This design comes from an exercise in tuning for small area, a short achievable clock period and few clock cycles on the open sky130 flow, not from production work.
In this exercise RTL edits were held to simulation tests only and were not proved equivalent to the original.
Power figures rest on the tool's default switching activity, not on a simulated workload.

Design window_mac5_acc, start of the top module:
module window_mac5_acc #(
  parameter int WORD_WIDTH = window_mac5_acc_pkg::DEF_WORD_WIDTH,
  parameter int FRAC_BITS  = window_mac5_acc_pkg::DEF_FRAC_BITS,
  parameter int CNT_WIDTH  = 8
) (
  input  logic                  clk,
  input  logic                  rst,
  input  logic                  w_load,
  input  logic [2:0]            w_idx,
  input  logic [WORD_WIDTH-1:0] w_data,
  input  logic                  start,
  input  logic [CNT_WIDTH-1:0]  acc_len,
  input  logic                  in_valid,
  input  logic [WORD_WIDTH-1:0] data_in_0,
  input  logic [WORD_WIDTH-1:0] data_in_1,
  input  logic [WORD_WIDTH-1:0] data_in_2,
  input  logic [WORD_WIDTH-1:0] data_in_3,
  input  logic [WORD_WIDTH-1:0] data_in_4,
  output logic                  busy,
  output logic                  out_valid,
  output logic [WORD_WIDTH-1:0] out_data
);
Settings: LEC_CHECK=0, CAP_MARGIN=20, CORE_MARGIN=2, CORE_UTILIZATION=40, SETUP_SLACK_MARGIN=4.2, SLEW_MARGIN=20; clock period 7.5 ns.
standard.sh (not shown) runs the stock make flow with config.mk's settings and CLKGATE_MAP_FILE= SYNTH_SCRIPT=/design/flow/synth_recipe.tcl, a recipe that flattens the netlist after the stock synthesis.
==> flow/flow/run.sh <==
#!/bin/bash
set -euo pipefail
export BUFFER_PORTS_ARGS="-buffer_cell sky130_fd_sc_hd__buf_2"
bash standard.sh finish > standard.log 2>&1
The first run completed with no timing, DRC or antenna violations.
Testbench counts at the start, summed over its fixed seeds: cycles 17,141.
==> next run, changes <==
Settings changed: TNS_END_PERCENT set to 20.
The changed run went through all stages and came out clean. Power grows by 0.59%. Count of clock-buffer cells in the layout grows by 7. Cell count stays the same.
==> next run, changes <==
Settings changed: CTS_BUF_LIST set to sky130_fd_sc_hd__clkbuf_4 sky130_fd_sc_hd__clkbuf_8, TNS_END_PERCENT 20 to not set.
Power goes down by about 4.7%; global-route usage is about the same; synthesized area stays the same; worst setup slack gains 0.030 ns; first-iteration DRC count came out lower by 7.2%; combinational power is about the same; clock-buffer cell count rose by 42; core utilization decreases by 0.12 points; maximum frequency goes up by about 0.9%.

* * *

Another version of the RTL of window_mac5_acc (not shown whole).
For scale: about 2,400 cells after synthesis, about 420 flip-flops, roughly 0.025 mm² of cells after synthesis.
clock: 7.5 ns
lec_check: 0
cap_margin: 20
core_margin: 2
core_utilization: 40
setup_slack_margin: 4.4
slew_margin: 20
Scripts as last shown in full above: flow/flow/run.sh
The baseline finished clean.
Testbench counts at the start, summed over its fixed seeds: cycles 17,141.
Change:
CTS_CLUSTER_DIAMETER = 110   (was unset)
CTS_CLUSTER_SIZE = 26   (was unset)
SETUP_SLACK_MARGIN = 4.8   (was 4.4)
Routed wire length came out higher by 1.0%.
Total power goes down by 18%.
Utilization barely changes.
Area after synthesis is unchanged.
Setup slack improves by 0.049 ns.
Cell count is about the same.
Non-clock buffer count is higher by 51.
Via count hardly moves.
Die area stays the same.
Worst hold slack gets better by 0.0090 ns.
Fmax goes up by 1.7%.
Change:
CTS_CLUSTER_DIAMETER = 100   (was 110)
CTS_CLUSTER_SIZE = 22   (was 26)
SETUP_SLACK_MARGIN = 4.6   (was 4.8)
After rerunning: The changed run went through all stages and came out clean; wire length goes down by 0.86%; utilization drops by 0.84 points; sequential cell count stays the same; hold slack gets better by 0.0079 ns; area after synthesis stays the same; clock power went up by about 10%; cell count goes down by about 0.65%; design area went down by about 1.8%; total power rises by 2.3%.
Change:
SETUP_SLACK_MARGIN = 5.0   (was 4.6)
=> Count of clock-buffer cells in the layout falls by 1; via count rises by 5.3%; critical path depth falls by 1; cell area rises by 10%; area after synthesis stays the same; global-route usage rises by 0.74 points.
Change:
SETUP_SLACK_MARGIN = 4.8   (was 5.0)
After rerunning: The new run ran to the end with no violations; utilization goes down by 4.1 points; fmax went up by about 1.8%; routed wire length came out lower by 6.3%; clock-buffer cell count is unchanged; hold slack hardly moves.

* * *

run 1:
window_mac5_acc again, from the RTL that the note above started with.
export LEC_CHECK = 0
export CAP_MARGIN = 5
export CORE_MARGIN = 2
export CORE_UTILIZATION = 40
export CTS_CLUSTER_DIAMETER = 100
export CTS_CLUSTER_SIZE = 22
export SETUP_SLACK_MARGIN = 4.8
export SLEW_MARGIN = 5
create_clock -name core_clock -period 7.5 [get_ports {clk}]
Scripts as last shown in full above: flow/flow/run.sh
No stage failed in run 1, and the final checks on the layout all came back clean.
Testbench counts of run 1, summed over its fixed seeds: cycles 17,141.
### run 1 -> run 2
Settings: SLEW_MARGIN now 20, was 5; CAP_MARGIN now 20, was 5; SETUP_SLACK_MARGIN now 4.4, was 4.8.
Notes after the runs:
Placed cell area on run 2 is down relative to run 1.
Relative to run 1, the total of clock buffers placed in the layout of run 2 is higher by 2.
Final wirelength, run 2 vs run 1: down slightly
Relative to run 1, fraction of area in registers has increased by 0.44 points in run 2.
What run 3 does differently from run 2 at the input level:
Settings: SETUP_SLACK_MARGIN now 4.7, was 4.4.
[summary]
Taking run 2 as the reference, in run 3 largest stage delay on the critical path shrank by 0.14 ns, layout buffer count excluding clock buffers grew by 21, cell count grew by 21. Run 3 ended with more final wirelength than run 2. pc_r[19] as the last element of the critical path was reported by run 2, and out_data[0] by run 3.
diff inputs: run 3 => run 4
Settings: SETUP_SLACK_MARGIN now 4.4, was 4.7; ABC_AREA now 1, previously not set.
==> run summary <==
Between run 3 and run 4, the critical path depth is lower for run 4. Looking at amount of wire on met2 after detailed routing across run 3 and run 4, the one that comes out lower is run 3. Between run 3 and run 4, the average detailed-routed wire length per instance is higher for run 3. Comparing run 3 and run 4, final area is higher on run 4. Post-placement cell area ends up higher on run 4. Run 4 ended with more cell count after placement than run 3. Against run 3, via count of the first global-routing pass in run 4 rose by more than 10%.
[inputs] run 5 vs run 4
Settings: clearing CTS_CLUSTER_DIAMETER, which used to be 100; clearing ABC_AREA, which used to be 1; swapping 4.4 for 4.6 in SETUP_SLACK_MARGIN; clearing CTS_CLUSTER_SIZE, which used to be 22.
Results
For run 5 and run 4, there was not a single run that failed to finish clean.
The power number comes out higher for run 5 vs run 4.
Between run 5 and run 4, it is run 5 whose shortest period the worst path allows is lower, by 0.096 ns.
Run 5 vs. run 4: clock network fraction of design power went up by 14 points.
Diff run 5 and run 4: xor-xnor portion of the synthesized cell area higher in run 5
Looking at slowest stage cell on the critical path, the sky130_fd_sc_hd__dfxtp_2 result is from run 5; the sky130_fd_sc_hd__fa_1 one comes from run 4.

[static timing again, ports no longer ideal]
Ports are ideal in the flow. The routed layouts listed here were re-timed in OpenROAD. Step 1 assumes that a clkbuf_16 drives the clock port and a buf_2 every other input. Step 2 also shifts input and output timing later by t, the mid clock arrival at the registers, as if the neighbouring blocks saw the same clock. Slacks: ideal ports / drivers / drivers and shift; pairs: ideal ports / drivers.
| run | t, ns | slack for setup (ns) | worst setup path at the end | pins driven straight from the clock port |
|---|---|---|---|---|
| the first run of note 1 | 0.629 | 4.299 / 4.299 / 3.803 | input to register | 1 |
| the second run of note 1 | 0.629 | 4.279 / 4.279 / 3.774 | input to register | 1 |
| the third run of note 1 | 0.714 | 4.309 / 4.309 / 3.688 | input to register | 1 |
| the first run of note 2 | 0.637 | 4.506 / 4.506 / 3.964 | input to register | 1 |
| the second run of note 2 | 0.615 | 4.556 / 4.556 / 4.132 | input to register | 1 |
| the third run of note 2 | 0.641 | 4.529 / 4.529 / 4.071 | input to register | 1 |
| the fourth run of note 2 | 0.625 | 4.576 / 4.576 / 4.254 | input to register | 1 |
| the fifth run of note 2 | 0.624 | 4.628 / 4.628 / 4.207 | input to register | 1 |
| run 1 | 0.624 | 4.628 / 4.628 / 4.207 | input to register | 1 |
| run 2 | 0.623 | 4.462 / 4.462 / 3.973 | input to register | 1 |
| run 3 | 0.621 | 4.566 / 4.566 / 4.180 | input to register | 1 |
| run 4 | 0.623 | 4.483 / 4.483 / 4.000 | input to register | 1 |
| run 5 | 0.651 | 4.578 / 4.578 / 4.041 | input to register | 1 |
After both steps setup and hold are still met in every run listed. The setup slack of the third run of note 1, which loses most, moves by 0.000 ns with the drivers and by -0.621 ns with both steps.
